This design comes from an exercise in tuning for small area and a short achievable clock period on the open sky130 flow, not from production work. In this exercise RTL edits were held to simulation tests only and were not proved equivalent to the original. Power is estimated from default activity; no workload was simulated.

--- config.mk ---
export PLATFORM = sky130hd
export DESIGN_NAME = mips_datapath
export DESIGN_NICKNAME = mips_datapath
export VERILOG_FILES = /design/flow/design.v
export SDC_FILE = /design/flow/constraint.sdc
export NUM_CORES = 4
export LEC_CHECK = 0
export ABC_CLOCK_PERIOD_IN_PS = 2000
export CAP_MARGIN = 20
export CORE_MARGIN = 2
export CORE_UTILIZATION = 55
export CTS_CLUSTER_DIAMETER = 100
export CTS_CLUSTER_SIZE = 30
export SETUP_SLACK_MARGIN = 2.6
export SLEW_MARGIN = 20
export SYNTH_HIERARCHICAL = 1
export SYNTH_MINIMUM_KEEP_SIZE = 0
--- constraint.sdc ---
create_clock -name core_clock -period 6.0 [get_ports {clk}]
set_input_delay 1.2000 -clock core_clock [delete_from_list [all_inputs] [get_ports {clk}]]
set_output_delay 1.2000 -clock core_clock [all_outputs]
set_load 0.01 [all_outputs]
--- design.v ---
`timescale 1ns/1ps
`default_nettype none
package mips_pkg;
  localparam logic [3:0] alu_add  = 4'd0;
  localparam logic [3:0] alu_sub  = 4'd1;
  localparam logic [3:0] alu_and  = 4'd2;
  localparam logic [3:0] alu_or   = 4'd3;
  localparam logic [3:0] alu_xor  = 4'd4;
  localparam logic [3:0] alu_nor  = 4'd5;
  localparam logic [3:0] alu_slt  = 4'd6;
  localparam logic [3:0] alu_sltu = 4'd7;
  localparam logic [3:0] alu_sll  = 4'd8;
  localparam logic [3:0] alu_srl  = 4'd9;
  localparam logic [3:0] alu_sra  = 4'd10;
endpackage
`default_nettype wire
`timescale 1ns/1ps
`default_nettype none
module alu (
  input  logic        sel_sum,     
  input  logic        sel_slt,
  input  logic        sel_sltu,
  input  logic        sel_and,
  input  logic        sel_or,
  input  logic        sel_xor,
  input  logic        sel_nor,
  input  logic        sel_shr,     
  input  logic        sel_shl,     
  input  logic        sub,         
  input  logic        sh_arith,
  input  logic [31:0] a,
  input  logic [31:0] b,
  input  logic [31:0] sh_in,       
  input  logic [4:0]  shamt,
  output logic [31:0] result
);
  logic [33:0] sum;
  logic        lt_signed;
  logic        lt_unsigned;
  logic [32:0] sh_out;
  logic [31:0] sh_rev;
  assign sum = {1'b0, a, 1'b1} + {1'b0, b, sub};
  assign lt_unsigned = ~sum[33];
  assign lt_signed   = (a[31] == b[31]) ? a[31] : sum[32];
  assign sh_out = $signed({sh_arith & sh_in[31], sh_in}) >>> shamt;
  always_comb begin
    for (int i = 0; i < 32; i++) sh_rev[i] = sh_out[31-i];
  end
  assign result = ({32{sel_sum}}   & sum[32:1])
                | ({32{sel_and}}   & (a & b))
                | ({32{sel_or}}    & (a | b))
                | ({32{sel_xor}}   & (a ^ b))
                | ({32{sel_nor}}   & ~(a | b))
                | ({32{sel_shr}}   & sh_out[31:0])
                | ({32{sel_shl}}   & sh_rev)
                | {31'd0, (sel_slt & lt_signed) | (sel_sltu & lt_unsigned)};
endmodule
`default_nettype wire
`timescale 1ns/1ps
`default_nettype none
module rf_aoi222 (
  input  logic [2:0] s,
  input  logic [2:0] d,
  output logic       y_n
);
  assign y_n = ~|(s & d);
endmodule
module rf_nand2 (
  input  logic a,
  input  logic b,
  output logic y_n
);
  assign y_n = ~(a & b);
endmodule
module rf_and4 (
  input  logic [3:0] a,
  output logic       y
);
  assign y = &a;
endmodule
module rf_and3 (
  input  logic [2:0] a,
  output logic       y
);
  assign y = &a;
endmodule
module rf_nand4 (
  input  logic [3:0] a,
  output logic       y_n
);
  assign y_n = ~&a;
endmodule
module rf_read_bit (
  input  logic [31:1] s,      
  input  logic [31:1] d,      
  input  logic        byp,    
  input  logic        wd,     
  output logic        y
);
  logic [10:0] n;
  logic [2:0]  p;
  logic        m;
  for (genvar g = 0; g < 10; g++) begin : g_aoi
    rf_aoi222 u_aoi (.s(s[3*g+1 +: 3]), .d(d[3*g+1 +: 3]), .y_n(n[g]));
  end
  rf_nand2 u_nand_31  (.a(s[31]), .b(d[31]), .y_n(n[10]));
  rf_nand2 u_nand_byp (.a(byp), .b(wd), .y_n(m));
  rf_and4  u_and_0 (.a(n[3:0]),  .y(p[0]));
  rf_and4  u_and_1 (.a(n[7:4]),  .y(p[1]));
  rf_and3  u_and_2 (.a(n[10:8]), .y(p[2]));
  rf_nand4 u_out   (.a({m, p}), .y_n(y));
endmodule
`default_nettype wire
`timescale 1ns/1ps
`timescale 1ns/1ps
`timescale 1ns/1ps
`timescale 1ns/1ps
`timescale 1ns/1ps
`default_nettype none
module mips_datapath (
  input  logic             clk,
  input  logic             rst_n,
  input  logic             run,
  output logic [29:0]      inst_mem_addr,
  input  logic [31:0]      inst_mem_data,
  output logic [5:0]       opcode,
  output logic [5:0]       fcode,
  input  logic [13:0]      ctrl,
  output logic             data_mem_we,
  output logic [3:0]       data_mem_be,
  output logic [29:0]      data_mem_addr,
  output logic [31:0]      data_mem_wdata,
  input  logic [31:0]      data_mem_rdata
);
  logic       c_write_reg, c_write_mem, c_alu_or_mem, c_mem_partial;
  logic [1:0] c_mem_op;
  logic       c_alu_src_b;
  logic [3:0] c_alu_op;
  logic       c_reg_dst;
  logic [1:0] c_imm_ext;
  assign {c_write_reg, c_write_mem, c_alu_or_mem, c_mem_partial, c_mem_op,
          c_alu_src_b, c_alu_op, c_reg_dst, c_imm_ext} = ctrl;
  logic [29:0] pc;
  logic [31:0] inst_d;
  logic        stall;
  logic        advance;
  assign advance       = run && !stall;
  assign inst_mem_addr = pc;
  always_ff @(posedge clk) begin
    if (!rst_n) begin
      pc     <= '0;
      inst_d <= '0;
    end else if (advance) begin
      pc     <= pc + 30'd1;
      inst_d <= inst_mem_data;
    end
  end
  logic [4:0]  rs_d, rt_d, rd_d;
  assign opcode = inst_d[31:26];
  assign fcode  = inst_d[5:0];
  assign rs_d   = inst_d[25:21];
  assign rt_d   = inst_d[20:16];
  assign rd_d   = inst_d[15:11];
  logic        ex_write_reg, ex_write_mem, ex_alu_or_mem, ex_mem_partial;
  logic [1:0]  ex_mem_op;
  logic [15:0] ex_imm;                       
  logic [31:0] ex_a;
  logic [4:0]  ex_dst;
  logic        ex_a_fwd;                     
  logic        ex_b_fwd;                     
  logic        ex_b_res, ex_b_res_n;         
  logic        ex_b_reg;                     
  logic        ex_b_imm_lo, ex_b_imm_hi;     
  logic        ex_b_fill_lo, ex_b_fill_hi;   
  logic [31:0] ex_bx;                        
  logic        ex_sel_sum, ex_sel_slt, ex_sel_sltu, ex_sel_and, ex_sel_or;
  logic        ex_sel_xor, ex_sel_nor, ex_sel_shr, ex_sel_shl;
  logic        ex_sub, ex_sh_arith;
  logic        ex_sh_res, ex_sh_res_rev;     
  logic        ex_sh_reg, ex_sh_reg_rev;     
  logic        mem_write_reg, mem_write_mem, mem_alu_or_mem, mem_mem_partial;
  logic [1:0]  mem_mem_op;
  logic [31:0] mem_result;
  logic [31:0] mem_store_data;               
  logic [3:0]  mem_be;
  logic [4:0]  mem_dst;
  logic [31:0] mem_wdata;                    
  logic [31:0] regs [1:31];
  logic [31:1] sel_1, sel_2;                 
  logic        byp_1, byp_2;                 
  logic [31:0] rd_data_1, rd_data_2;
  always_ff @(posedge clk) begin
    for (int k = 1; k < 32; k++) begin
      if (mem_write_reg && (mem_dst == 5'(k))) regs[k] <= mem_wdata;
    end
  end
  logic [4:0] rs_next, rt_next;
  assign rs_next = stall ? rs_d : inst_mem_data[25:21];
  assign rt_next = stall ? rt_d : inst_mem_data[20:16];
  always_ff @(posedge clk) begin
    if (!rst_n) begin
      byp_1 <= 1'b0;
      byp_2 <= 1'b0;
    end else if (run) begin
      byp_1 <= ex_write_reg && (ex_dst == rs_next) && (rs_next != 5'd0);
      byp_2 <= ex_write_reg && (ex_dst == rt_next) && (rt_next != 5'd0);
    end
  end
  always_comb begin
    for (int k = 1; k < 32; k++) begin
      sel_1[k] = (rs_d == 5'(k)) && !byp_1;
      sel_2[k] = (rt_d == 5'(k)) && !byp_2;
    end
  end
  for (genvar i = 0; i < 32; i++) begin : g_rd
    logic [31:1] col;
    for (genvar k = 1; k < 32; k++) begin : g_col
      assign col[k] = regs[k][i];
    end
    rf_read_bit u_rd_1 (.s(sel_1), .d(col), .byp(byp_1), .wd(mem_wdata[i]), .y(rd_data_1[i]));
    rf_read_bit u_rd_2 (.s(sel_2), .d(col), .byp(byp_2), .wd(mem_wdata[i]), .y(rd_data_2[i]));
  end
  assign stall = run && ex_alu_or_mem && ex_write_reg &&
                 ((ex_dst == rs_d) || (ex_dst == rt_d));
  logic a_fwd_d, b_fwd_d;
  assign a_fwd_d = (rs_d != 5'd0) && ex_write_reg && (ex_dst == rs_d);
  assign b_fwd_d = (rt_d != 5'd0) && ex_write_reg && (ex_dst == rt_d);
  logic c_lui;
  assign c_lui = c_imm_ext == 2'd2;
  logic c_sll, c_sh_b;
  assign c_sll  = c_alu_op == mips_pkg::alu_sll;
  assign c_sh_b = !c_alu_src_b;
  logic c_sub;
  assign c_sub = (c_alu_op == mips_pkg::alu_sub) || (c_alu_op == mips_pkg::alu_slt) ||
                 (c_alu_op == mips_pkg::alu_sltu);
  always_ff @(posedge clk) begin
    if (!rst_n) begin
      ex_write_reg  <= 1'b0;
      ex_write_mem  <= 1'b0;
      ex_alu_or_mem <= 1'b0;
      ex_a_fwd      <= 1'b0;
      ex_b_fwd      <= 1'b0;
    end else if (run) begin
      ex_write_reg  <= c_write_reg  && !stall;
      ex_write_mem  <= c_write_mem  && !stall;
      ex_alu_or_mem <= c_alu_or_mem && !stall;
      ex_a_fwd      <= a_fwd_d      && !stall;
      ex_b_fwd      <= b_fwd_d      && !stall;
    end
  end
  always_ff @(posedge clk) begin
    if (run) begin
      ex_mem_partial <= c_mem_partial;
      ex_mem_op      <= c_mem_op;
      ex_imm         <= inst_d[15:0] ^ {16{c_sub}};
      ex_a           <= rd_data_1;
      ex_bx          <= rd_data_2 ^ {32{c_sub}};
      ex_dst         <= c_reg_dst ? rd_d : rt_d;
      ex_b_res       <= !c_alu_src_b && b_fwd_d && !c_sub;
      ex_b_res_n     <= !c_alu_src_b && b_fwd_d && c_sub;
      ex_b_reg       <= !c_alu_src_b && !b_fwd_d;
      ex_b_imm_lo    <= c_alu_src_b && !c_lui;
      ex_b_imm_hi    <= c_alu_src_b && c_lui;
      ex_b_fill_lo   <= c_alu_src_b && c_lui && c_sub;
      ex_b_fill_hi   <= c_alu_src_b && !c_lui && (c_imm_ext == 2'd1 ? c_sub : inst_d[15] ^ c_sub);
      ex_sel_sum     <= (c_alu_op == mips_pkg::alu_add) || (c_alu_op == mips_pkg::alu_sub);
      ex_sel_slt     <= c_alu_op == mips_pkg::alu_slt;
      ex_sel_sltu    <= c_alu_op == mips_pkg::alu_sltu;
      ex_sel_and     <= c_alu_op == mips_pkg::alu_and;
      ex_sel_or      <= c_alu_op == mips_pkg::alu_or;
      ex_sel_xor     <= c_alu_op == mips_pkg::alu_xor;
      ex_sel_nor     <= c_alu_op == mips_pkg::alu_nor;
      ex_sel_shr     <= (c_alu_op == mips_pkg::alu_srl) || (c_alu_op == mips_pkg::alu_sra);
      ex_sel_shl     <= c_alu_op == mips_pkg::alu_sll;
      ex_sub         <= c_sub;
      ex_sh_arith    <= c_alu_op == mips_pkg::alu_sra;
      ex_sh_res      <= c_sh_b && b_fwd_d && !c_sll;
      ex_sh_res_rev  <= c_sh_b && b_fwd_d && c_sll;
      ex_sh_reg      <= c_sh_b && !b_fwd_d && !c_sll;
      ex_sh_reg_rev  <= c_sh_b && !b_fwd_d && c_sll;
    end
  end
  logic [31:0] src_a, src_b, alu_b, alu_result;
  assign src_a = ex_a_fwd ? mem_result : ex_a;
  assign src_b = ex_b_fwd ? mem_result : ex_bx;   
  assign alu_b = ({32{ex_b_res}}   & mem_result)
               | ({32{ex_b_res_n}} & ~mem_result)
               | ({32{ex_b_reg}}   & ex_bx)
               | {({16{ex_b_imm_hi}} & ex_imm) | {16{ex_b_fill_hi}},
                  ({16{ex_b_imm_lo}} & ex_imm) | {16{ex_b_fill_lo}}};
  logic [31:0] store_data;
  logic [3:0]  store_be;
  logic [1:0]  store_lo;
  assign store_lo = src_a[1:0] + alu_b[1:0];
  always_comb begin
    store_be   = 4'b1111;
    store_data = src_b;
    if (ex_mem_partial) begin
      if (!ex_mem_op[0]) begin
        store_be   = 4'b0001 << store_lo;
        store_data = {4{src_b[7:0]}};
      end else begin
        store_be   = store_lo[1] ? 4'b1100 : 4'b0011;
        store_data = {2{src_b[15:0]}};
      end
    end
  end
  logic [31:0] sh_in;
  always_comb begin
    for (int i = 0; i < 32; i++) begin
      sh_in[i] = (ex_sh_res     & mem_result[i]) | (ex_sh_res_rev & mem_result[31-i])
               | (ex_sh_reg     & ex_bx[i])      | (ex_sh_reg_rev & ex_bx[31-i]);
    end
  end
  alu alu_unit (
    .sel_sum   (ex_sel_sum),
    .sel_slt   (ex_sel_slt),
    .sel_sltu  (ex_sel_sltu),
    .sel_and   (ex_sel_and),
    .sel_or    (ex_sel_or),
    .sel_xor   (ex_sel_xor),
    .sel_nor   (ex_sel_nor),
    .sel_shr   (ex_sel_shr),
    .sel_shl   (ex_sel_shl),
    .sub       (ex_sub),
    .sh_arith  (ex_sh_arith),
    .a         (src_a),
    .b         (alu_b),
    .sh_in     (sh_in),
    .shamt     (ex_imm[10:6]),
    .result    (alu_result)
  );
  always_ff @(posedge clk) begin
    if (!rst_n) begin
      mem_write_reg  <= 1'b0;
      mem_write_mem  <= 1'b0;
      mem_alu_or_mem <= 1'b0;
    end else if (run) begin
      mem_write_reg  <= ex_write_reg;
      mem_write_mem  <= ex_write_mem;
      mem_alu_or_mem <= ex_alu_or_mem;
    end
  end
  always_ff @(posedge clk) begin
    if (run) begin
      mem_mem_partial <= ex_mem_partial;
      mem_mem_op      <= ex_mem_op;
      mem_result      <= alu_result;
      mem_store_data  <= store_data;
      mem_be          <= store_be;
      mem_dst         <= ex_dst;
    end
  end
  logic [1:0]  lo_addr;
  logic [7:0]  load_byte;
  logic [15:0] load_half;
  logic [31:0] load_data;
  assign lo_addr       = mem_result[1:0];
  assign data_mem_we   = run && mem_write_mem;
  assign data_mem_addr = mem_result[31:2];
  assign data_mem_be    = mem_be;
  assign data_mem_wdata = mem_store_data;
  assign load_byte = data_mem_rdata[8*lo_addr +: 8];
  assign load_half = lo_addr[1] ? data_mem_rdata[31:16] : data_mem_rdata[15:0];
  always_comb begin
    load_data = data_mem_rdata;
    if (mem_mem_partial) begin
      case (mem_mem_op)
        2'b00: load_data = {24'd0, load_byte};
        2'b01: load_data = {16'd0, load_half};
        2'b10: load_data = {{24{load_byte[7]}}, load_byte};
        2'b11: load_data = {{16{load_half[15]}}, load_half};
      endcase
    end
  end
  assign mem_wdata = mem_alu_or_mem ? load_data : mem_result;
endmodule
`default_nettype wire
--- run.sh ---
#!/bin/bash
# synth_recipe.tcl (not shown) runs the flow's synth.tcl, then flattens the netlist and writes it again
# the make line also repeats each setting of config.mk as NAME=value (left out here)
make -C /OpenROAD-flow-scripts/flow DESIGN_CONFIG=/design/flow/config.mk WORK_HOME=/design/flow/orfs CLKGATE_MAP_FILE= SYNTH_SCRIPT=/design/flow/synth_recipe.tcl finish
==> results of run 1 <==
through the flow:
stage | hold WS, ns | power [mW] | util [%]
floorplan | 0.400 | 11.7 | -
global placement | 0.404 | 13.0 | 60.3
detailed placement | 0.408 | 13.0 | 60.3
CTS | 0.442 | 17.2 | 62.5
global route | 0.447 | 17.8 | 63.2
finish | 0.447 | 17.5 | 63.2
cells by family after synthesis:
| group | synth area share (%) |
|---|---|
| flip-flops | 63.5 |
| AO/OA/AOI/OAI | 17.9 |
| AND/OR/NAND/NOR | 9.56 |
| buffers and inverters | 2.15 |
| multiplexers | 3.85 |
| XOR/XNOR | 1.68 |
| adder cells (fa/ha/maj) | 1.46 |
Yosys stat by module, one instance, submodules excluded, a selection:
| module | flops+latches | times used | area (um^2) |
|---|---|---|---|
| rf_and4 | 0 | 128 | 8.76 |
| mips_datapath | 1250 | 1 | 43600 |
| alu | 0 | 1 | 5590 |
| rf_aoi222 | 0 | 640 | 10.0 |
| rf_nand4 | 0 | 64 | 6.26 |
| rf_nand2 | 0 | 128 | 3.75 |
| rf_and3 | 0 | 64 | 6.26 |
area by class of cell:
| class | instances | area, um^2 |
|---|---|---|
| Antenna cell | 3 | 7.51 |
| Clock buffer | 55 | 1290 |
| Clock inverter | 12 | 160 |
| Fill cell | 7921 | 38700 |
| Inverter | 123 | 479 |
| Multi-Input combinational cell | 2642 | 21200 |
| Sequential cell | 1250 | 36800 |
| Tap cell | 1391 | 1740 |
| Timing Repair Buffer | 485 | 4570 |
| Timing Repair inverter | 1 | 5.00 |
layer usage:
metal	part of all wire, %	up-vias	GRT usage [%]
li1	-	18700	-
met1	32	23400	58.0
met2	40	4971	65.4
met3	18	1212	21.1
met4	9.5	18	33.4
met5	0.079	-	0.665
Yosys cell counts, drive strengths merged (34+ instances only):
cell type  count
edfxtp      1178
o21ai        100
nor3          35
dfxtp         72
nand3         46
a21boi        42
and4         133
ha            66
mux2          70
and3          78
mux4          34
a221oi        35
nand4         83
a21oi        130
nand2        403
a222oi       671
buf           43
nor2         173
xnor2         39
mux2i         68
a22oi         97
xor2          72
inv          123
clkbuf       137
how the worst max path moves through the flow:
stage	to	from	slack, ns
after floorplan	ex_bx[22]	data_mem_rdata[23]	2.54
after global placement	ex_bx[24]	data_mem_rdata[15]	1.41
after detailed placement	ex_bx[13]	data_mem_rdata[15]	1.41
after CTS	mem_result[0]	mem_result[22]	2.55
after global routing	mem_result[31]	ex_b_res	2.45
final	mem_result[17]	ex_bx[28]	2.54
worst max-delay path, stage by stage (launching register included):
cell                        delay (ns)
sky130_fd_sc_hd__edfxtp_1         0.74
sky130_fd_sc_hd__a22oi_1          0.34
sky130_fd_sc_hd__nand2_1          0.18
sky130_fd_sc_hd__mux4_2           0.52
sky130_fd_sc_hd__mux2i_1          0.36
sky130_fd_sc_hd__nand2b_1         0.09
sky130_fd_sc_hd__a31oi_1          0.56
sky130_fd_sc_hd__a2bb2oi_1        0.29
sky130_fd_sc_hd__o211ai_1         0.11
report_power, final:
| group | internal [mW] | switching, mW |
|---|---|---|
| Clock | 1.60 | 2.73 |
| Sequential | 9.87 | 0.318 |
| Combinational | 1.04 | 1.91 |
what timing repair did:
| item | CTS | global route |
|---|---|---|
| gates cloned | 6 | 1 |
| endpoints found under the hold margin | 0 | 0 |
| setup endpoints to repair | 309 | 64 |
| pin swaps | 21 | 41 |
| gates resized for setup | 41 | 75 |
| setup buffers | 57 | 38 |
==> tab_implementation.tex, run 1 <==
\begin{tabular}{lr}
\hline
Metric & Value \\
\hline
\multicolumn{2}{l}{\textbf{Status}} \\
\quad Status & complete, no violations \\
\multicolumn{2}{l}{\textbf{Min path}} \\
\quad Hold-critical path depth & 0 \\
\quad HP Class & reg -> reg \\
\quad Min-delay src & ex\_mem\_op[1] \\
\quad Hold worst-path end & mem\_mem\_op[1] \\
\multicolumn{2}{l}{\textbf{Logic synthesis}} \\
\quad Post-synthesis cell area & 58000 um\^{}2 \\
\quad Library cells used by synthesis & 85 \\
\quad Count of mapped cells out of synthesis & 4191 \\
\quad Number of enable flip-flop cells after synthesis & 1178 \\
\quad Top cell type's share of synthesized area & 61.0\% \\
\quad Top cells by area in the synthesized netlist & sky130\_fd\_sc\_hd\_\_edfxtp\_1 (61\%), sky130\_fd\_sc\_hd\_\_a222oi\_1 (12\%), sky130\_fd\_sc\_hd\_\_nand2\_1 (2.6\%) \\
\quad Total number of yosys warnings & 9 \\
\quad Proportion of synthesized chip area in sequential cells & 63.5\% \\
\quad Post-synthesis async set-or-reset flop share & 0\% \\
\quad Synth Register Bits & 1250 \\
\quad Post-Synthesis Mean Instance Area & 13.8 um\^{}2 \\
\quad Post-synthesis net count & 4339 \\
\quad Largest area contributor in the synthesized netlist & sky130\_fd\_sc\_hd\_\_edfxtp\_1 \\
\quad Most used flip-flop cell after synthesis & sky130\_fd\_sc\_hd\_\_edfxtp\_1 \\
\multicolumn{2}{l}{\textbf{Placed design}} \\
\quad Placed Area & 63300 um\^{}2 \\
\quad Final GP Congestion & 1.07 \\
\quad Total placed cells including tap cells & 5786 \\
\quad Count of port buffers added during placement & 189 \\
\quad Pre-CTS setup slack & 1.41 ns \\
\quad Half-perimeter wire length after placement & 160 mm \\
\multicolumn{2}{l}{\textbf{Routing}} \\
\quad Number of design rule violations left after detail routing & 0 \\
\quad Post-detailed-route count of antenna-violating nets & 0 \\
\quad Total length of routed wires & 260 mm \\
\quad Post-detailed-route wirelength per cell & 43.7 um \\
\quad Count of TritonRoute iterations in the first routing pass & 14 \\
\quad Vias per inst & 8.11 \\
\quad Number of DRC markers in iteration 0 & 11800 \\
\quad Detailed-route via count & 48400 \\
\multicolumn{2}{l}{\textbf{Global route}} \\
\quad Global-route usage over all layers & 47.0\% \\
\quad Vias in the first global route & 44100 \\
\quad Overall overflow remaining after global route & 0 \\
\quad First-pass GRT wire length & 349 mm \\
\quad Maximum number of pins on one net before global-route repair & 75 \\
\quad Antenna violations before repair & 15 \\
\multicolumn{2}{l}{\textbf{Die}} \\
\quad Std cell rows & 119 \\
\quad Placeable Area & 105000 um\^{}2 \\
\quad Die ar. & 108000 um\^{}2 \\
\quad Top-level I/O count & 190 \\
\quad Initial Util & 55.3\% \\
\quad Die Height & 329 um \\
\quad Die Span X & 329 um \\
\multicolumn{2}{l}{\textbf{Power and ir drop}} \\
\quad IR Drop Worst-Case VDD & 311 uV \\
\quad Leakage dissipation & 20.7 nW \\
\quad Pwr per Cell Area & 263 nW/um\^{}2 \\
\multicolumn{2}{l}{\textbf{Cells and area}} \\
\quad Commonest non-fill, non-tap cells in the layout & sky130\_fd\_sc\_hd\_\_edfxtp\_1 (1178), sky130\_fd\_sc\_hd\_\_a222oi\_1 (671), sky130\_fd\_sc\_hd\_\_nand2\_1 (400) \\
\quad Net count reported at finish & 4701 \\
\quad Finished Cell Area & 66300 um\^{}2 \\
\quad Largest Register & regs \\
\quad Layout cells sized above 1 & 15.1\% \\
\quad Commonest non-fill, non-tap cell in the layout & sky130\_fd\_sc\_hd\_\_edfxtp\_1 \\
\quad Relative area change from synthesis to final layout & 14.3\% \\
\quad Largest register FFs & 992 \\
\quad Non-filler cells, final & 5962 \\
\multicolumn{2}{l}{\textbf{Clock tree}} \\
\quad Root Buffer & sky130\_fd\_sc\_hd\_\_clkbuf\_16 \\
\quad H-Tree Depth & 2 \\
\quad Clock tree from TritonCTS & built \\
\quad Cts hold-fix bufs & 0 \\
\quad Num CTS Buffers & 50 \\
\quad Clock transition at the registers of the reported paths & 0.12 ns \\
\quad CTS Sinks & 1250 \\
\quad Longest Clk Path Bufs & 3 \\
\quad Latest clock arrival within the worst-skew pair & 0.75 ns \\
\multicolumn{2}{l}{\textbf{Timing}} \\
\quad Fin. Hold Viols & 0 \\
\quad Setup slack after layout & 2.54 ns \\
\quad Aggregate negative setup slack & 0 ns \\
\quad Relative slew slack & 22.9\% \\
\quad Max Transition Viols Final & 0 \\
\quad Clock tree skew after final layout & 0.0378 ns \\
\quad Unrepaired setup endpoints after global routing & true \\
\quad Number of setup violations in the final report & 0 \\
\quad Fmax & 289 MHz \\
\quad Final period utilization & 57.6\% \\
\quad Tmin final & 3.46 ns \\
\quad Worst-margin pin slew & 1.16 ns \\
\multicolumn{2}{l}{\textbf{Critical path}} \\
\quad Critical Path Start Type & flop \\
\quad Category of the most critical setup path & reg -> reg \\
\quad R2R Setup Slk & 2.54 ns \\
\quad Critical path arrival & 3.93 ns \\
\quad Worst setup EP type & flop \\
\quad CP Max Fanout & 4 \\
\quad Reg2reg end & mem\_result[17] \\
\quad FF-to-FF Start & ex\_bx[28] \\
\quad Data required time at the worst endpoint & 6.48 ns \\
\quad Depth of the worst register-to-register path & 8 \\
\multicolumn{2}{l}{\textbf{Run}} \\
\quad Total of max-cap violations & 0 \\
\hline
\end{tabular}
==> run 2: changes to the inputs <==
--- a/design.v
+++ b/design.v
@@ -16,14 +16,105 @@
 `default_nettype wire
 `timescale 1ns/1ps
 `default_nettype none
+module alu_a21oi (input logic a1, a2, b1, output logic y);
+  assign y = ~((a1 & a2) | b1);
+endmodule
+module alu_o21ai (input logic a1, a2, b1, output logic y);
+  assign y = ~((a1 | a2) & b1);
+endmodule
+module alu_nand2 (input logic a, b, output logic y);
+  assign y = ~(a & b);
+endmodule
+module alu_nor2 (input logic a, b, output logic y);
+  assign y = ~(a | b);
+endmodule
+module alu_mux2i (input logic a0, a1, s, output logic y);
+  assign y = ~(s ? a1 : a0);
+endmodule
+module alu_carry (
+  input  logic        cin,
+  input  logic [31:0] g,
+  input  logic [31:0] t,
+  output logic [32:0] c
+);
+  logic [32:0] gl [0:6];
+  logic [32:0] tl [0:6];
+  assign gl[0] = {g, cin};
+  assign tl[0] = {t, 1'b0};
+  for (genvar k = 1; k <= 6; k++) begin : g_lvl
+    localparam int S = 1 << (k - 1);
+    for (genvar e = 0; e < 33; e++) begin : g_e
+      if (e < S) begin : g_done
+        assign gl[k][e] = ~gl[k-1][e];
+        assign tl[k][e] = 1'b0;
+      end else if (k % 2 == 1) begin : g_odd
+        alu_a21oi u_g (.a1(tl[k-1][e]), .a2(gl[k-1][e-S]), .b1(gl[k-1][e]), .y(gl[k][e]));
+        if (e >= 2 * S) begin : g_t
+          alu_nand2 u_t (.a(tl[k-1][e]), .b(tl[k-1][e-S]), .y(tl[k][e]));
+        end else begin : g_not
+          assign tl[k][e] = 1'b0;
+        end
+      end else begin : g_even
+        alu_o21ai u_g (.a1(tl[k-1][e]), .a2(gl[k-1][e-S]), .b1(gl[k-1][e]), .y(gl[k][e]));
+        if (e >= 2 * S) begin : g_t
+          alu_nor2 u_t (.a(tl[k-1][e]), .b(tl[k-1][e-S]), .y(tl[k][e]));
+        end else begin : g_not
+          assign tl[k][e] = 1'b0;
+        end
+      end
+    end
+  end
+  assign c = gl[6];
+endmodule
+module alu_shift (
+  input  logic [31:0] d,
+  input  logic        fill,
+  input  logic [4:0]  shamt,
+  output logic [31:0] y_n
+);
+  logic [31:0] v [0:5];
+  logic        f [0:5];
+  assign v[0] = d;
+  assign f[0] = fill;
+  for (genvar j = 0; j < 5; j++) begin : g_lvl
+    localparam int S = 1 << j;
+    assign f[j+1] = ~f[j];
+    for (genvar i = 0; i < 32; i++) begin : g_i
+      if (i + S < 32) begin : g_in
+        alu_mux2i u_m (.a0(v[j][i]), .a1(v[j][i+S]), .s(shamt[j]), .y(v[j+1][i]));
+      end else begin : g_fill
+        alu_mux2i u_m (.a0(v[j][i]), .a1(f[j]), .s(shamt[j]), .y(v[j+1][i]));
+      end
+    end
+  end
+  assign y_n = v[5];
+endmodule
+module alu_xbit (
+  input  logic a0, b0, c0,     
+  input  logic a1, b1, c1,     
+  input  logic g,
+  input  logic p,
+  input  logic nt,
+  output logic x0_n,
+  output logic x1_n
+);
+  assign x0_n = ~((g & a0) | (p & b0) | (nt & c0));
+  assign x1_n = ~((g & a1) | (p & b1) | (nt & c1));
+endmodule
+module alu_rbit (
+  input  logic x0_n,
+  input  logic x1_n,
+  input  logic c,
+  input  logic sh_n,           
+  output logic r
+);
+  assign r = ~((c ? x1_n : x0_n) & sh_n);
+endmodule
 module alu (
-  input  logic        sel_sum,     
+  input  logic [2:0]  x0_sel,      
+  input  logic [2:0]  x1_sel,      
   input  logic        sel_slt,
   input  logic        sel_sltu,
-  input  logic        sel_and,
-  input  logic        sel_or,
-  input  logic        sel_xor,
-  input  logic        sel_nor,
   input  logic        sel_shr,     
   input  logic        sel_shl,     
   input  logic        sub,         
@@ -34,26 +125,35 @@
   input  logic [4:0]  shamt,
   output logic [31:0] result
 );
-  logic [33:0] sum;
-  logic        lt_signed;
-  logic        lt_unsigned;
-  logic [32:0] sh_out;
-  logic [31:0] sh_rev;
-  assign sum = {1'b0, a, 1'b1} + {1'b0, b, sub};
-  assign lt_unsigned = ~sum[33];
-  assign lt_signed   = (a[31] == b[31]) ? a[31] : sum[32];
-  assign sh_out = $signed({sh_arith & sh_in[31], sh_in}) >>> shamt;
-  always_comb begin
-    for (int i = 0; i < 32; i++) sh_rev[i] = sh_out[31-i];
+  logic [31:0] g, t, p, nt;
+  logic [32:0] c;
+  logic [31:0] sh_n;
+  logic [31:0] shb_n;
+  logic [31:0] x0_n, x1_n;
+  assign g = a & b;
+  assign t = a | b;
+  assign p = a ^ b;
+  assign nt = ~t;
+  alu_carry u_carry (.cin(sub), .g(g), .t(t), .c(c));
+  alu_shift u_shift (.d(sh_in), .fill(sh_arith & sh_in[31]), .shamt(shamt), .y_n(sh_n));
+  for (genvar i = 0; i < 32; i++) begin : g_bit
+    assign shb_n[i] = ~((sel_shr & ~sh_n[i]) | (sel_shl & ~sh_n[31-i]));
+    alu_xbit u_x (
+      .a0(x0_sel[2]), .b0(x0_sel[1]), .c0(x0_sel[0]),
+      .a1(x1_sel[2]), .b1(x1_sel[1]), .c1(x1_sel[0]),
+      .g(g[i]), .p(p[i]), .nt(nt[i]),
+      .x0_n(x0_n[i]), .x1_n(x1_n[i])
+    );
+  end
+  logic base0, k_s, y0_1_n, y0_0_n;
+  assign base0  = sub ? ~x1_n[0] : ~x0_n[0];
+  assign k_s    = a[31] ^ b[31];
+  assign y0_1_n = ~(base0 | (sel_slt & ~k_s));
+  assign y0_0_n = ~(base0 | (sel_slt & k_s) | sel_sltu);
+  alu_rbit u_r0 (.x0_n(y0_0_n), .x1_n(y0_1_n), .c(c[32]), .sh_n(shb_n[0]), .r(result[0]));
+  for (genvar i = 1; i < 32; i++) begin : g_res
+    alu_rbit u_r (.x0_n(x0_n[i]), .x1_n(x1_n[i]), .c(c[i]), .sh_n(shb_n[i]), .r(result[i]));
   end
-  assign result = ({32{sel_sum}}   & sum[32:1])
-                | ({32{sel_and}}   & (a & b))
-                | ({32{sel_or}}    & (a | b))
-                | ({32{sel_xor}}   & (a ^ b))
-                | ({32{sel_nor}}   & ~(a | b))
-                | ({32{sel_shr}}   & sh_out[31:0])
-                | ({32{sel_shl}}   & sh_rev)
-                | {31'd0, (sel_slt & lt_signed) | (sel_sltu & lt_unsigned)};
 endmodule
 `default_nettype wire
 `timescale 1ns/1ps
@@ -173,13 +273,16 @@
   logic        ex_b_imm_lo, ex_b_imm_hi;     
   logic        ex_b_fill_lo, ex_b_fill_hi;   
   logic [31:0] ex_bx;                        
-  logic        ex_sel_sum, ex_sel_slt, ex_sel_sltu, ex_sel_and, ex_sel_or;
-  logic        ex_sel_xor, ex_sel_nor, ex_sel_shr, ex_sel_shl;
+  logic [2:0]  ex_x0_sel, ex_x1_sel;          
+  logic        ex_sel_slt, ex_sel_sltu, ex_sel_shr, ex_sel_shl;
   logic        ex_sub, ex_sh_arith;
   logic        ex_sh_res, ex_sh_res_rev;     
   logic        ex_sh_reg, ex_sh_reg_rev;     
-  logic        mem_write_reg, mem_write_mem, mem_alu_or_mem, mem_mem_partial;
-  logic [1:0]  mem_mem_op;
+  logic        mem_write_reg, mem_write_mem, mem_alu_or_mem;
+  logic [3:0]  mem_ld_b0;
+  logic        mem_ld_b1_l1, mem_ld_b1_l3;
+  logic        mem_ld_word;
+  logic [3:0]  mem_ld_sign, mem_ld_sign_b;
   logic [31:0] mem_result;
   logic [31:0] mem_store_data;               
   logic [3:0]  mem_be;
@@ -230,6 +333,12 @@
   logic c_sll, c_sh_b;
   assign c_sll  = c_alu_op == mips_pkg::alu_sll;
   assign c_sh_b = !c_alu_src_b;
+  logic c_op_sum, c_op_and, c_op_or, c_op_xor, c_op_nor;
+  assign c_op_sum = (c_alu_op == mips_pkg::alu_add) || (c_alu_op == mips_pkg::alu_sub);
+  assign c_op_and = c_alu_op == mips_pkg::alu_and;
+  assign c_op_or  = c_alu_op == mips_pkg::alu_or;
+  assign c_op_xor = c_alu_op == mips_pkg::alu_xor;
+  assign c_op_nor = c_alu_op == mips_pkg::alu_nor;
   logic c_sub;
   assign c_sub = (c_alu_op == mips_pkg::alu_sub) || (c_alu_op == mips_pkg::alu_slt) ||
                  (c_alu_op == mips_pkg::alu_sltu);
@@ -263,13 +372,10 @@
       ex_b_imm_hi    <= c_alu_src_b && c_lui;
       ex_b_fill_lo   <= c_alu_src_b && c_lui && c_sub;
       ex_b_fill_hi   <= c_alu_src_b && !c_lui && (c_imm_ext == 2'd1 ? c_sub : inst_d[15] ^ c_sub);
-      ex_sel_sum     <= (c_alu_op == mips_pkg::alu_add) || (c_alu_op == mips_pkg::alu_sub);
+      ex_x0_sel      <= {c_op_and || c_op_or, c_op_or || c_op_xor || c_op_sum, c_op_nor};
+      ex_x1_sel      <= {c_op_and || c_op_or || c_op_sum, c_op_or || c_op_xor, c_op_nor || c_op_sum};
       ex_sel_slt     <= c_alu_op == mips_pkg::alu_slt;
       ex_sel_sltu    <= c_alu_op == mips_pkg::alu_sltu;
-      ex_sel_and     <= c_alu_op == mips_pkg::alu_and;
-      ex_sel_or      <= c_alu_op == mips_pkg::alu_or;
-      ex_sel_xor     <= c_alu_op == mips_pkg::alu_xor;
-      ex_sel_nor     <= c_alu_op == mips_pkg::alu_nor;
       ex_sel_shr     <= (c_alu_op == mips_pkg::alu_srl) || (c_alu_op == mips_pkg::alu_sra);
       ex_sel_shl     <= c_alu_op == mips_pkg::alu_sll;
       ex_sub         <= c_sub;
@@ -292,6 +398,20 @@
   logic [3:0]  store_be;
   logic [1:0]  store_lo;
   assign store_lo = src_a[1:0] + alu_b[1:0];
+  logic       ld_byte, ld_half;
+  logic [3:0] ld_b0, ld_sign, lane;
+  logic       ld_b1_l1, ld_b1_l3, ld_word;
+  assign ld_byte  = ex_alu_or_mem && ex_mem_partial && !ex_mem_op[0];
+  assign ld_half  = ex_alu_or_mem && ex_mem_partial && ex_mem_op[0];
+  assign ld_word  = ex_alu_or_mem && !ex_mem_partial;
+  assign lane     = 4'b0001 << store_lo;
+  assign ld_b0    = ({4{ld_byte}} & lane)
+                  | ({4{ld_half}} & (store_lo[1] ? 4'b0100 : 4'b0001))
+                  | {3'b000, ld_word};
+  assign ld_b1_l1 = ld_word || (ld_half && !store_lo[1]);
+  assign ld_b1_l3 = ld_half && store_lo[1];
+  assign ld_sign  = {4{ex_mem_op[1]}} &
+                    (({4{ld_byte}} & lane) | ({4{ld_half}} & (store_lo[1] ? 4'b1000 : 4'b0010)));
   always_comb begin
     store_be   = 4'b1111;
     store_data = src_b;
@@ -313,13 +433,10 @@
     end
   end
   alu alu_unit (
-    .sel_sum   (ex_sel_sum),
+    .x0_sel    (ex_x0_sel),
+    .x1_sel    (ex_x1_sel),
     .sel_slt   (ex_sel_slt),
     .sel_sltu  (ex_sel_sltu),
-    .sel_and   (ex_sel_and),
-    .sel_or    (ex_sel_or),
-    .sel_xor   (ex_sel_xor),
-    .sel_nor   (ex_sel_nor),
     .sel_shr   (ex_sel_shr),
     .sel_shl   (ex_sel_shl),
     .sub       (ex_sub),
@@ -343,36 +460,38 @@
   end
   always_ff @(posedge clk) begin
     if (run) begin
-      mem_mem_partial <= ex_mem_partial;
-      mem_mem_op      <= ex_mem_op;
+      mem_ld_b0       <= ld_b0;
+      mem_ld_b1_l1    <= ld_b1_l1;
+      mem_ld_b1_l3    <= ld_b1_l3;
+      mem_ld_word     <= ld_word;
+      mem_ld_sign     <= ld_sign;
+      mem_ld_sign_b   <= ld_sign & {4{ld_byte}};
       mem_result      <= alu_result;
       mem_store_data  <= store_data;
       mem_be          <= store_be;
       mem_dst         <= ex_dst;
     end
   end
-  logic [1:0]  lo_addr;
-  logic [7:0]  load_byte;
-  logic [15:0] load_half;
-  logic [31:0] load_data;
-  assign lo_addr       = mem_result[1:0];
+  logic        ld_ext, ld_ext_b;
   assign data_mem_we   = run && mem_write_mem;
   assign data_mem_addr = mem_result[31:2];
   assign data_mem_be    = mem_be;
   assign data_mem_wdata = mem_store_data;
-  assign load_byte = data_mem_rdata[8*lo_addr +: 8];
-  assign load_half = lo_addr[1] ? data_mem_rdata[31:16] : data_mem_rdata[15:0];
-  always_comb begin
-    load_data = data_mem_rdata;
-    if (mem_mem_partial) begin
-      case (mem_mem_op)
-        2'b00: load_data = {24'd0, load_byte};
-        2'b01: load_data = {16'd0, load_half};
-        2'b10: load_data = {{24{load_byte[7]}}, load_byte};
-        2'b11: load_data = {{16{load_half[15]}}, load_half};
-      endcase
-    end
-  end
-  assign mem_wdata = mem_alu_or_mem ? load_data : mem_result;
+  assign ld_ext   = |(mem_ld_sign   & {data_mem_rdata[31], data_mem_rdata[23],
+                                       data_mem_rdata[15], data_mem_rdata[7]});
+  assign ld_ext_b = |(mem_ld_sign_b & {data_mem_rdata[31], data_mem_rdata[23],
+                                       data_mem_rdata[15], data_mem_rdata[7]});
+  assign mem_wdata[7:0]   = ({8{!mem_alu_or_mem}}  & mem_result[7:0])
+                          | ({8{mem_ld_b0[0]}}     & data_mem_rdata[7:0])
+                          | ({8{mem_ld_b0[1]}}     & data_mem_rdata[15:8])
+                          | ({8{mem_ld_b0[2]}}     & data_mem_rdata[23:16])
+                          | ({8{mem_ld_b0[3]}}     & data_mem_rdata[31:24]);
+  assign mem_wdata[15:8]  = ({8{!mem_alu_or_mem}}  & mem_result[15:8])
+                          | ({8{mem_ld_b1_l1}}     & data_mem_rdata[15:8])
+                          | ({8{mem_ld_b1_l3}}     & data_mem_rdata[31:24])
+                          | {8{ld_ext_b}};
+  assign mem_wdata[31:16] = ({16{!mem_alu_or_mem}} & mem_result[31:16])
+                          | ({16{mem_ld_word}}     & data_mem_rdata[31:16])
+                          | {16{ld_ext}};
 endmodule
 `default_nettype wire
==> config.mk (replaced) <==
export PLATFORM = sky130hd
export DESIGN_NAME = mips_datapath
export DESIGN_NICKNAME = mips_datapath
export VERILOG_FILES = /design/flow/design.v
export SDC_FILE = /design/flow/constraint.sdc
export NUM_CORES = 4
export LEC_CHECK = 0
export CAP_MARGIN = 20
export CORE_MARGIN = 2
export CORE_UTILIZATION = 55
export CTS_CLUSTER_DIAMETER = 90
export CTS_CLUSTER_SIZE = 25
export SETUP_SLACK_MARGIN = 3.0
export SLEW_MARGIN = 20
export SYNTH_HIERARCHICAL = 1
export SYNTH_MINIMUM_KEEP_SIZE = 0
==> run 2 against run 1 <==
Against the previous run:
- non-clock buffer count increased by 107
- power increased by 10%
- clock skew increased by 0.060 ns
- critical endpoint is now ex_a[5]
==> tab_implementation.tex, run 2 <==
\begin{tabular}{lr}
\hline
Metric & Value \\
\hline
\multicolumn{2}{l}{\textbf{Global route}} \\
\quad Maximum number of pins on one net before global-route repair & 75 \\
\quad Antenna violations before repair & 14 \\
\quad Global-route usage over all layers & 43.5\% \\
\quad First-pass GRT wire length & 337 mm \\
\quad Vias in the first global route & 44300 \\
\quad Overall overflow remaining after global route & 0 \\
\multicolumn{2}{l}{\textbf{Die}} \\
\quad Die Span X & 331 um \\
\quad Die Height & 331 um \\
\quad Placeable Area & 107000 um\^{}2 \\
\quad Die ar. & 110000 um\^{}2 \\
\quad Top-level I/O count & 190 \\
\quad Std cell rows & 120 \\
\quad Initial Util & 55.3\% \\
\multicolumn{2}{l}{\textbf{Timing}} \\
\quad Max Transition Viols Final & 0 \\
\quad Final period utilization & 50.8\% \\
\quad Unrepaired setup endpoints after global routing & true \\
\quad Fin. Hold Viols & 0 \\
\quad Clock tree skew after final layout & 0.0979 ns \\
\quad Worst hold-check slack & 0.478 ns \\
\quad Tmin final & 3.05 ns \\
\quad Setup slack after layout & 2.95 ns \\
\quad Relative slew slack & 32.8\% \\
\quad Aggregate negative setup slack & 0 ns \\
\quad Fmax & 328 MHz \\
\quad Worst-margin pin slew & 1.01 ns \\
\quad Number of setup violations in the final report & 0 \\
\multicolumn{2}{l}{\textbf{Routing}} \\
\quad Number of DRC markers in iteration 0 & 11400 \\
\quad Detailed-route via count & 48100 \\
\quad Post-detailed-route wirelength per cell & 40.5 um \\
\quad Count of TritonRoute iterations in the first routing pass & 15 \\
\quad Vias per inst & 7.83 \\
\quad Post-detailed-route count of antenna-violating nets & 0 \\
\quad Number of design rule violations left after detail routing & 0 \\
\quad Total length of routed wires & 249 mm \\
\multicolumn{2}{l}{\textbf{Critical path}} \\
\quad R2R Setup Slk & 2.95 ns \\
\quad Worst path most repeated cell & sky130\_fd\_sc\_hd\_\_buf\_4 \\
\quad Reg2reg end & ex\_a[5] \\
\quad Depth of the worst register-to-register path & 9 \\
\quad Delay of the slowest cell on the worst path & 0.47 ns \\
\quad Data required time at the worst endpoint & 6.39 ns \\
\quad CP Max Fanout & 37 \\
\quad Cell with the biggest individual delay on the critical path & sky130\_fd\_sc\_hd\_\_a222oi\_1 \\
\quad Crit-path cells & buf\_12 -> nor2\_1 -> nand2\_2 -> nor2\_4 -> buf\_4 -> buf\_4 -> a222oi\_1 -> and4\_4 -> nand4\_1 \\
\quad Worst setup EP type & flop \\
\quad Critical Path Start Type & flop \\
\quad Critical path arrival & 3.44 ns \\
\quad FF-to-FF Start & byp\_1 \\
\quad Category of the most critical setup path & reg -> reg \\
\multicolumn{2}{l}{\textbf{Run}} \\
\quad Total of max-cap violations & 0 \\
\multicolumn{2}{l}{\textbf{Min path}} \\
\quad Min-delay src & inst\_d[26] \\
\quad Hold worst-path end & inst\_d[26] \\
\quad Hold-critical path depth & 2 \\
\quad HP Class & reg -> reg \\
\multicolumn{2}{l}{\textbf{Clock tree}} \\
\quad H-Tree Depth & 2 \\
\quad Latest clock arrival within the worst-skew pair & 0.77 ns \\
\quad Clock tree from TritonCTS & built \\
\quad Longest Clk Path Bufs & 3 \\
\quad Clock transition at the registers of the reported paths & 0.10 ns \\
\quad Root Buffer & sky130\_fd\_sc\_hd\_\_clkbuf\_16 \\
\quad Num CTS Buffers & 60 \\
\quad CTS Sinks & 1263 \\
\multicolumn{2}{l}{\textbf{Cells and area}} \\
\quad Largest Register & regs \\
\quad Post-layout utilization of the core & 64.7\% \\
\quad Relative area change from synthesis to final layout & 17.0\% \\
\quad Filler cell count in the final layout & 7960 \\
\quad Largest register FFs & 992 \\
\quad Net count reported at finish & 4866 \\
\quad Commonest non-fill, non-tap cells in the layout & sky130\_fd\_sc\_hd\_\_edfxtp\_1 (1191), sky130\_fd\_sc\_hd\_\_a222oi\_1 (751), sky130\_fd\_sc\_hd\_\_nand2\_1 (384) \\
\quad Layout cells sized above 1 & 20.2\% \\
\quad Commonest non-fill, non-tap cell in the layout & sky130\_fd\_sc\_hd\_\_edfxtp\_1 \\
\quad Finished Cell Area & 68900 um\^{}2 \\
\multicolumn{2}{l}{\textbf{Placed design}} \\
\quad Placed Area & 63800 um\^{}2 \\
\quad Final GP Congestion & 1.01 \\
\quad Pre-CTS setup slack & 1.93 ns \\
\quad Half-perimeter wire length after placement & 150 mm \\
\quad Count of port buffers added during placement & 189 \\
\multicolumn{2}{l}{\textbf{Logic synthesis}} \\
\quad Total number of yosys warnings & 18 \\
\quad Count of mapped cells out of synthesis & 4231 \\
\quad Post-Synthesis Mean Instance Area & 13.9 um\^{}2 \\
\quad Post-synthesis net count & 4378 \\
\quad Post-synthesis cell area & 58900 um\^{}2 \\
\multicolumn{2}{l}{\textbf{Power and ir drop}} \\
\quad Leakage dissipation & 22.1 nW \\
\quad Pwr per Cell Area & 279 nW/um\^{}2 \\
\quad IR Drop Worst-Case VDD & 265 uV \\
\multicolumn{2}{l}{\textbf{Status}} \\
\quad Status & complete, no violations \\
\hline
\end{tabular}
[run 2: how the worst max path moves through the flow]
stage / slack, ns / from / to
floorplan: 2.94 / ex_imm[10] / mem_result[0]
global placement: 1.59 / data_mem_rdata[12] / ex_bx[12]
detailed placement: 1.93 / data_mem_rdata[15] / ex_bx[15]
CTS: 2.90 / mem_result[21] / mem_result[29]
global route: 2.89 / ex_b_res / mem_result[0]
finish: 2.95 / byp_1 / ex_a[5]
[run 2: what timing repair did]
| action | CTS | global route |
|---|---|---|
| cloned | 3 | 6 |
| endpoints found under the hold margin | 0 | 0 |
| resized for setup | 119 | 245 |
| setup buffers | 143 | 68 |
| pin swaps | 36 | 119 |
| hold buffers | 0 | 0 |
| endpoints found under the setup margin | 202 | 77 |
[run 2: per-stage QoR]
step,power (mW),instances
detailed placement,13.8,5839
finish,19.2,6142
CTS,18.7,6062
floorplan,12.4,4231
global route,19.6,6138
global placement,13.8,5837
[run 2: per-layer routing]
metal | wire [um] | global-route usage [%] | up-vias
li1 | - | - | 19100
met1 | 80700 | 54.1 | 23500
met4 | 24400 | 33.1 | 14
met3 | 37900 | 12.9 | 1022
met2 | 105000 | 64.1 | 4454
met5 | 216 | 0.955 | -
[run 2: worst max-delay path, delay by kind of cell, from the launching register on]
family,cells,cell delay [ns]
buffers and inverters,3,0.83
flip-flops,1,0.35
AND/OR/NAND/NOR,5,1.05
AO/OA/AOI/OAI,1,0.47
[run 2: layout make-up]
type	count	area, um^2	area share [%]
clock inverters	12	211	0.307
well taps	1403	1760	2.55
repair buffers	592	5630	8.17
clock buffers	65	1540	2.24
diodes	5	12.5	0.0181
inverters	200	762	1.11
flip-flops and latches	1263	37200	54.0
multi-input cells	2602	21800	31.6
[run 2: where the power goes]
| part | switching [mW] | internal (mW) | total, mW |
|---|---|---|---|
| combinational | 2.69 | 1.51 | 4.20 |
| clock | 2.83 | 1.91 | 4.74 |
| sequential | 0.234 | 10.0 | 10.3 |
==> run 3: changes to the inputs <==
--- a/config.mk
+++ b/config.mk
@@ -7,7 +7,7 @@
 export LEC_CHECK = 0
 export CAP_MARGIN = 20
 export CORE_MARGIN = 2
-export CORE_UTILIZATION = 55
+export CORE_UTILIZATION = 45
 export CTS_CLUSTER_DIAMETER = 90
 export CTS_CLUSTER_SIZE = 25
 export SETUP_SLACK_MARGIN = 3.0
==> run 3 against run 2 <==
Against the previous run:
- worst setup slack worse by 0.079 ns
- first-iteration DRC count up 4.4%
- clock power up 3%
- synthesized cell count unchanged
- die area up 22%
- critical path depth up 4
- critical path type unchanged
- largest power group unchanged
==> tab_implementation.tex, run 3 <==
\begin{tabular}{lr}
\hline
Metric & Value \\
\hline
\multicolumn{2}{l}{\textbf{Power and ir drop}} \\
\quad Pwr per Cell Area & 280 nW/um\^{}2 \\
\quad Sw frac & 30.1\% \\
\quad Leakage dissipation & 21.8 nW \\
\quad Combinational power share & 20.9\% \\
\quad Internal power & 13.4 mW \\
\quad Sequential group share of total power & 53.7\% \\
\quad Power dissipated by switching net loads & 5.80 mW \\
\quad IR Drop Worst-Case VDD & 300 uV \\
\quad Clk network pwr share & 25.4\% \\
\multicolumn{2}{l}{\textbf{Die}} \\
\quad Die Height & 366 um \\
\quad Die Span X & 366 um \\
\quad Placeable Area & 130000 um\^{}2 \\
\quad Top-level I/O count & 190 \\
\quad Die ar. & 134000 um\^{}2 \\
\quad Initial Util & 45.4\% \\
\quad Std cell rows & 132 \\
\multicolumn{2}{l}{\textbf{Critical path}} \\
\quad Critical Path Start Type & flop \\
\quad Category of the most critical setup path & reg -> reg \\
\quad Worst setup EP type & flop \\
\quad Depth of the worst register-to-register path & 13 \\
\quad Launch point of the worst path & ex\_b\_res \\
\quad CP Max Fanout & 5 \\
\quad Reg2reg end & mem\_result[24] \\
\quad R2R Setup Slk & 2.87 ns \\
\quad FF-to-FF Start & ex\_b\_res \\
\quad Critical path arrival & 3.65 ns \\
\quad Data required time at the worst endpoint & 6.52 ns \\
\multicolumn{2}{l}{\textbf{Global route}} \\
\quad Global-route usage over all layers & 37.6\% \\
\quad First-pass GRT wire length & 355 mm \\
\quad Maximum number of pins on one net before global-route repair & 75 \\
\quad Vias in the first global route & 45500 \\
\quad Antenna violations before repair & 17 \\
\quad Overall overflow remaining after global route & 0 \\
\multicolumn{2}{l}{\textbf{Cells and area}} \\
\quad Layout cells sized above 1 & 18.3\% \\
\quad Largest Register & regs \\
\quad Relative area change from synthesis to final layout & 16.5\% \\
\quad Post-layout utilization of the core & 53.0\% \\
\quad Net count reported at finish & 4824 \\
\quad Commonest non-fill, non-tap cell in the layout & sky130\_fd\_sc\_hd\_\_edfxtp\_1 \\
\quad Filler cell count in the final layout & 10900 \\
\quad Commonest non-fill, non-tap cells in the layout & sky130\_fd\_sc\_hd\_\_edfxtp\_1 (1191), sky130\_fd\_sc\_hd\_\_a222oi\_1 (751), sky130\_fd\_sc\_hd\_\_nand2\_1 (390) \\
\quad Largest register FFs & 992 \\
\multicolumn{2}{l}{\textbf{Logic synthesis}} \\
\quad Post-synthesis net count & 4378 \\
\quad Post-Synthesis Mean Instance Area & 13.9 um\^{}2 \\
\quad Post-synthesis cell area & 58900 um\^{}2 \\
\quad Count of mapped cells out of synthesis & 4231 \\
\quad Total number of yosys warnings & 18 \\
\multicolumn{2}{l}{\textbf{Min path}} \\
\quad Hold worst-path end & inst\_d[31] \\
\quad Min-delay src & inst\_d[31] \\
\quad HP Class & reg -> reg \\
\quad Hold-critical path depth & 2 \\
\multicolumn{2}{l}{\textbf{Routing}} \\
\quad Total length of routed wires & 264 mm \\
\quad Number of design rule violations left after detail routing & 0 \\
\quad Post-detailed-route wirelength per cell & 40.9 um \\
\quad Detailed-route via count & 48800 \\
\quad Vias per inst & 7.57 \\
\quad Count of TritonRoute iterations in the first routing pass & 14 \\
\quad Post-detailed-route count of antenna-violating nets & 0 \\
\quad Number of DRC markers in iteration 0 & 11900 \\
\multicolumn{2}{l}{\textbf{Timing}} \\
\quad Aggregate negative setup slack & 0 ns \\
\quad Fin. Hold Viols & 0 \\
\quad Worst-margin pin slew & 1.08 ns \\
\quad Number of setup violations in the final report & 0 \\
\quad Unrepaired setup endpoints after global routing & true \\
\quad Clock tree skew after final layout & 0.0801 ns \\
\quad Relative slew slack & 28.3\% \\
\quad Max Transition Viols Final & 0 \\
\quad Fmax & 320 MHz \\
\quad Final period utilization & 52.1\% \\
\quad Tmin final & 3.13 ns \\
\multicolumn{2}{l}{\textbf{Clock tree}} \\
\quad Num CTS Buffers & 60 \\
\quad Root Buffer & sky130\_fd\_sc\_hd\_\_clkbuf\_16 \\
\quad Clock transition at the registers of the reported paths & 0.10 ns \\
\quad Cts hold-fix bufs & 0 \\
\quad H-Tree Depth & 2 \\
\quad Latest clock arrival within the worst-skew pair & 0.77 ns \\
\quad Clock tree from TritonCTS & built \\
\quad CTS Sinks & 1263 \\
\quad Longest Clk Path Bufs & 3 \\
\multicolumn{2}{l}{\textbf{Placed design}} \\
\quad Count of port buffers added during placement & 189 \\
\quad Half-perimeter wire length after placement & 155 mm \\
\quad Final GP Congestion & 0.963 \\
\multicolumn{2}{l}{\textbf{Status}} \\
\quad Status & complete, no violations \\
\multicolumn{2}{l}{\textbf{Run}} \\
\quad Total of max-cap violations & 0 \\
\hline
\end{tabular}
-- run 3: power by group through the flow --
stage	Clock, mW	Sequential [mW]	Combinational (mW)
floorplan	0	10.4	1.93
global placement	0	10.8	2.99
detailed placement	0	10.8	3.01
CTS	4.89	10.4	3.60
global route	5.16	10.3	4.16
finish	4.88	10.3	4.03
-- run 3: what timing repair did --
item / in CTS / in global routing
endpoints found under the setup margin: 406 / 131
buffers inserted: 147 / 44
pin swaps: 43 / 46
cloned: 1 / 4
gates resized for setup: 139 / 140
-- run 3: worst max-delay path, cell delays in order, from the launching register on --
cell	delay, ns
sky130_fd_sc_hd__edfxtp_1	0.46
sky130_fd_sc_hd__buf_6	0.16
sky130_fd_sc_hd__buf_8	0.13
sky130_fd_sc_hd__a222oi_1	0.32
sky130_fd_sc_hd__nand2_1	0.17
sky130_fd_sc_hd__ha_1	0.30
sky130_fd_sc_hd__a21oi_2	0.29
sky130_fd_sc_hd__o21ai_4	0.09
sky130_fd_sc_hd__a21oi_2	0.18
sky130_fd_sc_hd__o21ai_2	0.10
sky130_fd_sc_hd__a21oi_2	0.20
sky130_fd_sc_hd__inv_1	0.08
sky130_fd_sc_hd__mux2_2	0.29
sky130_fd_sc_hd__nand2_1	0.07
-- run 3: worst max-delay path by stage --
| stage | endpoint | cells past startpoint |
|---|---|---|
| detailed placement | ex_bx[27] | 8 |
| global placement | ex_bx[27] | 8 |
| CTS | ex_bx[3] | 9 |
| finish | mem_result[24] | 13 |
| global route | mem_result[16] | 15 |
| floorplan | mem_result[0] | 13 |
-- run 3: area by class of cell --
class | count | area, um^2 | share of cell area (%)
sequential | 1263 | 37200 | 54.2
multi-input combinational | 2602 | 21500 | 31.4
timing repair buffer | 550 | 5140 | 7.49
tap | 1742 | 2180 | 3.17
clock buffer | 68 | 1550 | 2.26
inverter | 200 | 754 | 1.10
clock inverter | 13 | 236 | 0.344
antenna | 11 | 27.5 | 0.0401
-- run 3: through the flow --
| stage | cells | cell area (um^2) | worst slack, ns | hold slack [ns] | power, mW |
|---|---|---|---|---|---|
| finish | 6449 | 68700 | 2.87 | 0.473 | 19.2 |
| global route | 6439 | 68600 | 2.80 | 0.509 | 19.7 |
| CTS | 6389 | 67600 | 2.95 | 0.481 | 18.8 |
| detailed placement | 6160 | 64200 | 1.71 | 0.464 | 13.8 |
| global placement | 6159 | 64200 | 1.78 | 0.455 | 13.8 |
| floorplan | 4231 | 59100 | 2.94 | 0.421 | 12.4 |
-- run 3: metal layers --
| layer | vias up | track usage (%) | share of wire, % |
|---|---|---|---|
| met3 | 1142 | 15.0 | 17 |
| met2 | 4697 | 55.1 | 42 |
| li1 | 19000 | - | - |
| met5 | - | 1.89 | 0.064 |
| met4 | 18 | 25.4 | 8.8 |
| met1 | 24000 | 45.5 | 33 |
==> run 4: changes to the inputs <==
--- a/config.mk
+++ b/config.mk
@@ -7,10 +7,10 @@
 export LEC_CHECK = 0
 export CAP_MARGIN = 20
 export CORE_MARGIN = 2
-export CORE_UTILIZATION = 45
+export CORE_UTILIZATION = 55
 export CTS_CLUSTER_DIAMETER = 90
 export CTS_CLUSTER_SIZE = 25
-export SETUP_SLACK_MARGIN = 3.0
+export SETUP_SLACK_MARGIN = 3.1
 export SLEW_MARGIN = 20
 export SYNTH_HIERARCHICAL = 1
 export SYNTH_MINIMUM_KEEP_SIZE = 0
==> run 4 against run 3 <==
Against the previous run:
- count of clock-buffer cells in the layout up 3
- sequential share of layout area down 0.58 points
- clock skew down 0.026 ns
- via count down 1.0%
- sequential cell count unchanged
- non-clock buffer count up 46
- critical endpoint is now mem_result[16]
- power up 2.3%
- critical path depth down 1
- first-iteration DRC count down 7.8%
- maximum frequency up 0.62%
- still clean on timing, DRC and antenna
==> tab_implementation.tex, run 4 <==
\begin{tabular}{lr}
\hline
Metric & Value \\
\hline
\multicolumn{2}{l}{\textbf{Clock tree}} \\
\quad Clock tree from TritonCTS & built \\
\quad H-Tree Depth & 3 \\
\quad Cts hold-fix bufs & 0 \\
\quad CTS Sinks & 1263 \\
\quad Clock transition at the registers of the reported paths & 0.10 ns \\
\quad Longest Clk Path Bufs & 3 \\
\quad Root Buffer & sky130\_fd\_sc\_hd\_\_clkbuf\_16 \\
\quad Latest clock arrival within the worst-skew pair & 0.71 ns \\
\quad Num CTS Buffers & 66 \\
\multicolumn{2}{l}{\textbf{Power and ir drop}} \\
\quad Power dissipated by switching net loads & 5.95 mW \\
\quad Combinational power share & 21.8\% \\
\quad Sw frac & 30.2\% \\
\quad IR Drop Worst-Case VDD & 332 uV \\
\quad Internal power & 13.7 mW \\
\quad Clk network pwr share & 25.8\% \\
\quad Final total power & 19.7 mW \\
\quad Sequential group share of total power & 52.4\% \\
\quad Pwr per Cell Area & 284 nW/um\^{}2 \\
\quad Leakage dissipation & 22.4 nW \\
\multicolumn{2}{l}{\textbf{Global route}} \\
\quad First-pass GRT wire length & 342 mm \\
\quad Overall overflow remaining after global route & 0 \\
\quad Maximum number of pins on one net before global-route repair & 109 \\
\quad Antenna violations before repair & 12 \\
\quad Global-route usage over all layers & 43.9\% \\
\quad Vias in the first global route & 45100 \\
\multicolumn{2}{l}{\textbf{Die}} \\
\quad Std cell rows & 120 \\
\quad Die Height & 331 um \\
\quad Top-level I/O count & 190 \\
\quad Die ar. & 110000 um\^{}2 \\
\quad Die Span X & 331 um \\
\quad Initial Util & 55.3\% \\
\quad Placeable Area & 107000 um\^{}2 \\
\multicolumn{2}{l}{\textbf{Cells and area}} \\
\quad Finished Cell Area & 69400 um\^{}2 \\
\quad Largest register FFs & 992 \\
\quad Filler cell count in the final layout & 7905 \\
\quad Commonest non-fill, non-tap cells in the layout & sky130\_fd\_sc\_hd\_\_edfxtp\_1 (1191), sky130\_fd\_sc\_hd\_\_a222oi\_1 (751), sky130\_fd\_sc\_hd\_\_nand2\_1 (370) \\
\quad Sequential cell area in the final layout & 37300 um\^{}2 \\
\quad Relative area change from synthesis to final layout & 17.9\% \\
\quad Layout cells sized above 1 & 21.9\% \\
\quad Largest Register & regs \\
\quad Multi-input combinational cell area & 22000 um\^{}2 \\
\quad Net count reported at finish & 4883 \\
\quad Commonest non-fill, non-tap cell in the layout & sky130\_fd\_sc\_hd\_\_edfxtp\_1 \\
\multicolumn{2}{l}{\textbf{Timing}} \\
\quad Setup slack after layout & 2.89 ns \\
\quad Fin. Hold Viols & 0 \\
\quad Tmin final & 3.11 ns \\
\quad Relative slew slack & 36.4\% \\
\quad Unrepaired setup endpoints after global routing & true \\
\quad Final period utilization & 51.8\% \\
\quad Clock tree skew after final layout & 0.0540 ns \\
\quad Aggregate negative setup slack & 0 ns \\
\quad Max Transition Viols Final & 0 \\
\quad Fmax & 322 MHz \\
\quad Number of setup violations in the final report & 0 \\
\quad Worst-margin pin slew & 0.954 ns \\
\quad Worst hold-check slack & 0.475 ns \\
\multicolumn{2}{l}{\textbf{Critical path}} \\
\quad Worst setup EP type & flop \\
\quad Critical Path Start Type & flop \\
\quad R2R Setup Slk & 2.89 ns \\
\quad Category of the most critical setup path & reg -> reg \\
\quad Data required time at the worst endpoint & 6.42 ns \\
\quad Critical path arrival & 3.53 ns \\
\quad CP Max Fanout & 4 \\
\multicolumn{2}{l}{\textbf{Placed design}} \\
\quad Half-perimeter wire length after placement & 149 mm \\
\quad Final GP Congestion & 0.990 \\
\quad Placed Area & 63900 um\^{}2 \\
\quad Pre-CTS setup slack & 1.95 ns \\
\quad Count of port buffers added during placement & 189 \\
\multicolumn{2}{l}{\textbf{Run}} \\
\quad Total of max-cap violations & 0 \\
\multicolumn{2}{l}{\textbf{Logic synthesis}} \\
\quad Total number of yosys warnings & 18 \\
\quad Post-synthesis net count & 4378 \\
\quad Count of mapped cells out of synthesis & 4231 \\
\quad Post-synthesis cell area & 58900 um\^{}2 \\
\quad Post-Synthesis Mean Instance Area & 13.9 um\^{}2 \\
\multicolumn{2}{l}{\textbf{Routing}} \\
\quad Total length of routed wires & 249 mm \\
\quad Post-detailed-route wirelength per cell & 40.4 um \\
\quad Post-detailed-route count of antenna-violating nets & 0 \\
\quad Number of DRC markers in iteration 0 & 10900 \\
\quad Vias per inst & 7.84 \\
\quad Number of design rule violations left after detail routing & 0 \\
\quad Detailed-route via count & 48300 \\
\quad Count of TritonRoute iterations in the first routing pass & 14 \\
\multicolumn{2}{l}{\textbf{Min path}} \\
\quad HP Class & reg -> reg \\
\multicolumn{2}{l}{\textbf{Status}} \\
\quad Status & complete, no violations \\
\hline
\end{tabular}
run 4: cell types whose count changed in the layout (fill, tap and decap cells not counted), moves of 12 or more:
cell	before	now
sky130_fd_sc_hd__buf_6	31	57
sky130_fd_sc_hd__nor2_2	18	35
sky130_fd_sc_hd__ha_4	3	20
sky130_fd_sc_hd__ha_1	48	25
sky130_fd_sc_hd__mux2_4	9	23
sky130_fd_sc_hd__nand2_2	26	39
sky130_fd_sc_hd__dfxtp_1	57	45
sky130_fd_sc_hd__nand2_1	390	370
sky130_fd_sc_hd__buf_4	295	315
sky130_fd_sc_hd__o21ai_2	20	33
sky130_fd_sc_hd__inv_1	181	156
sky130_fd_sc_hd__inv_2	18	37
run 4: critical path, stage by stage, from the launching register on:
cell and delay, ns:
sky130_fd_sc_hd__edfxtp_1 0.56, sky130_fd_sc_hd__buf_4 0.24, sky130_fd_sc_hd__buf_4 0.17, sky130_fd_sc_hd__a22oi_1 0.16, sky130_fd_sc_hd__nand2_1 0.14, sky130_fd_sc_hd__mux2i_2 0.24, sky130_fd_sc_hd__mux2i_1 0.13, sky130_fd_sc_hd__mux2i_1 0.21
sky130_fd_sc_hd__mux2i_1 0.17, sky130_fd_sc_hd__mux2i_1 0.26, sky130_fd_sc_hd__inv_1 0.11, sky130_fd_sc_hd__a22oi_2 0.37, sky130_fd_sc_hd__nand2_1 0.09
run 4: cell type report:
type                            instances  area share, %
Sequential cell                      1263           53.7
Clock inverter                         15          0.393
Timing Repair Buffer                  596           8.08
Inverter                              200           1.11
Clock buffer                           71           2.44
Tap cell                             1403           2.53
Antenna cell                           12         0.0432
Multi-Input combinational cell       2609           31.8
run 4: power by group through the flow:
| stage | Clock (mW) | Combinational (mW) | Sequential, mW |
|---|---|---|---|
| 2_1_floorplan | 0 | 1.94 | 10.4 |
| 3_3_place_gp | 0 | 3.12 | 10.7 |
| 3_5_place_dp | 0 | 3.14 | 10.7 |
| 4_1_cts | 5.10 | 3.79 | 10.3 |
| 5_1_grt | 5.38 | 4.42 | 10.3 |
| 6_report | 5.08 | 4.29 | 10.3 |
run 4: final timing paths:
check,start,endpoint,cells past startpoint
max,mem_result[15],mem_result[16],12
min,inst_d[31],inst_d[31],2
max reg2reg,mem_result[15],mem_result[16],12
min reg2reg,inst_d[31],inst_d[31],2
run 4: timing repair:
item | in CTS | in global routing
endpoints found under the setup margin | 218 | 98
buffers inserted | 163 | 54
cloned | 10 | 4
gates resized for setup | 291 | 186
pin swaps | 103 | 88
run 4: stage by stage:
stage / utilization [%] / std cells
6_report: 65.1 / 6169
5_1_grt: 65.1 / 6159
3_3_place_gp: 59.9 / 5836
3_5_place_dp: 59.9 / 5839
4_1_cts: 64.0 / 6098
2_1_floorplan: - / 4231
run 4: layer usage:
layer | global-route usage (%) | part of all wire (%) | vias to the layer above
met5 | 0.217 | 0.030 | -
met4 | 32.2 | 9.2 | 8
met3 | 14.8 | 15 | 1014
met2 | 64.7 | 43 | 4497
met1 | 54.1 | 33 | 23700
li1 | - | - | 19200

port drivers added, routing unchanged:
In the flow no input, the clock included, has a driving cell. The finished layouts below were timed again as built, in two steps. Step 1: set_driving_cell puts a clkbuf_16 on clk and a buf_2 on each other input, an assumption about the parent block. Step 2 moves the port delays by t, midway between the first and last clock arrival at a register: inputs arrive t later, outputs are due t later. That takes back most of the time a late clock gives input paths. Three values: ideal, step 1, step 2; two values: the first two.
run	t, ns	slack for setup (ns)	latest minus earliest clock arrival (ns)
run 1	0.804	2.544 / 2.535 / 1.891	0.039 / 0.039
run 2	0.796	2.950 / 2.663 / 2.098	0.098 / 0.098
run 3	0.813	2.871 / 2.871 / 2.157	0.086 / 0.086
run 4	0.753	2.890 / 2.829 / 2.222	0.054 / 0.054
After both steps setup and hold are still met in every run listed. The setup slack of run 2, which loses most, moves by -0.287 ns with the drivers and by -0.852 ns with both steps.
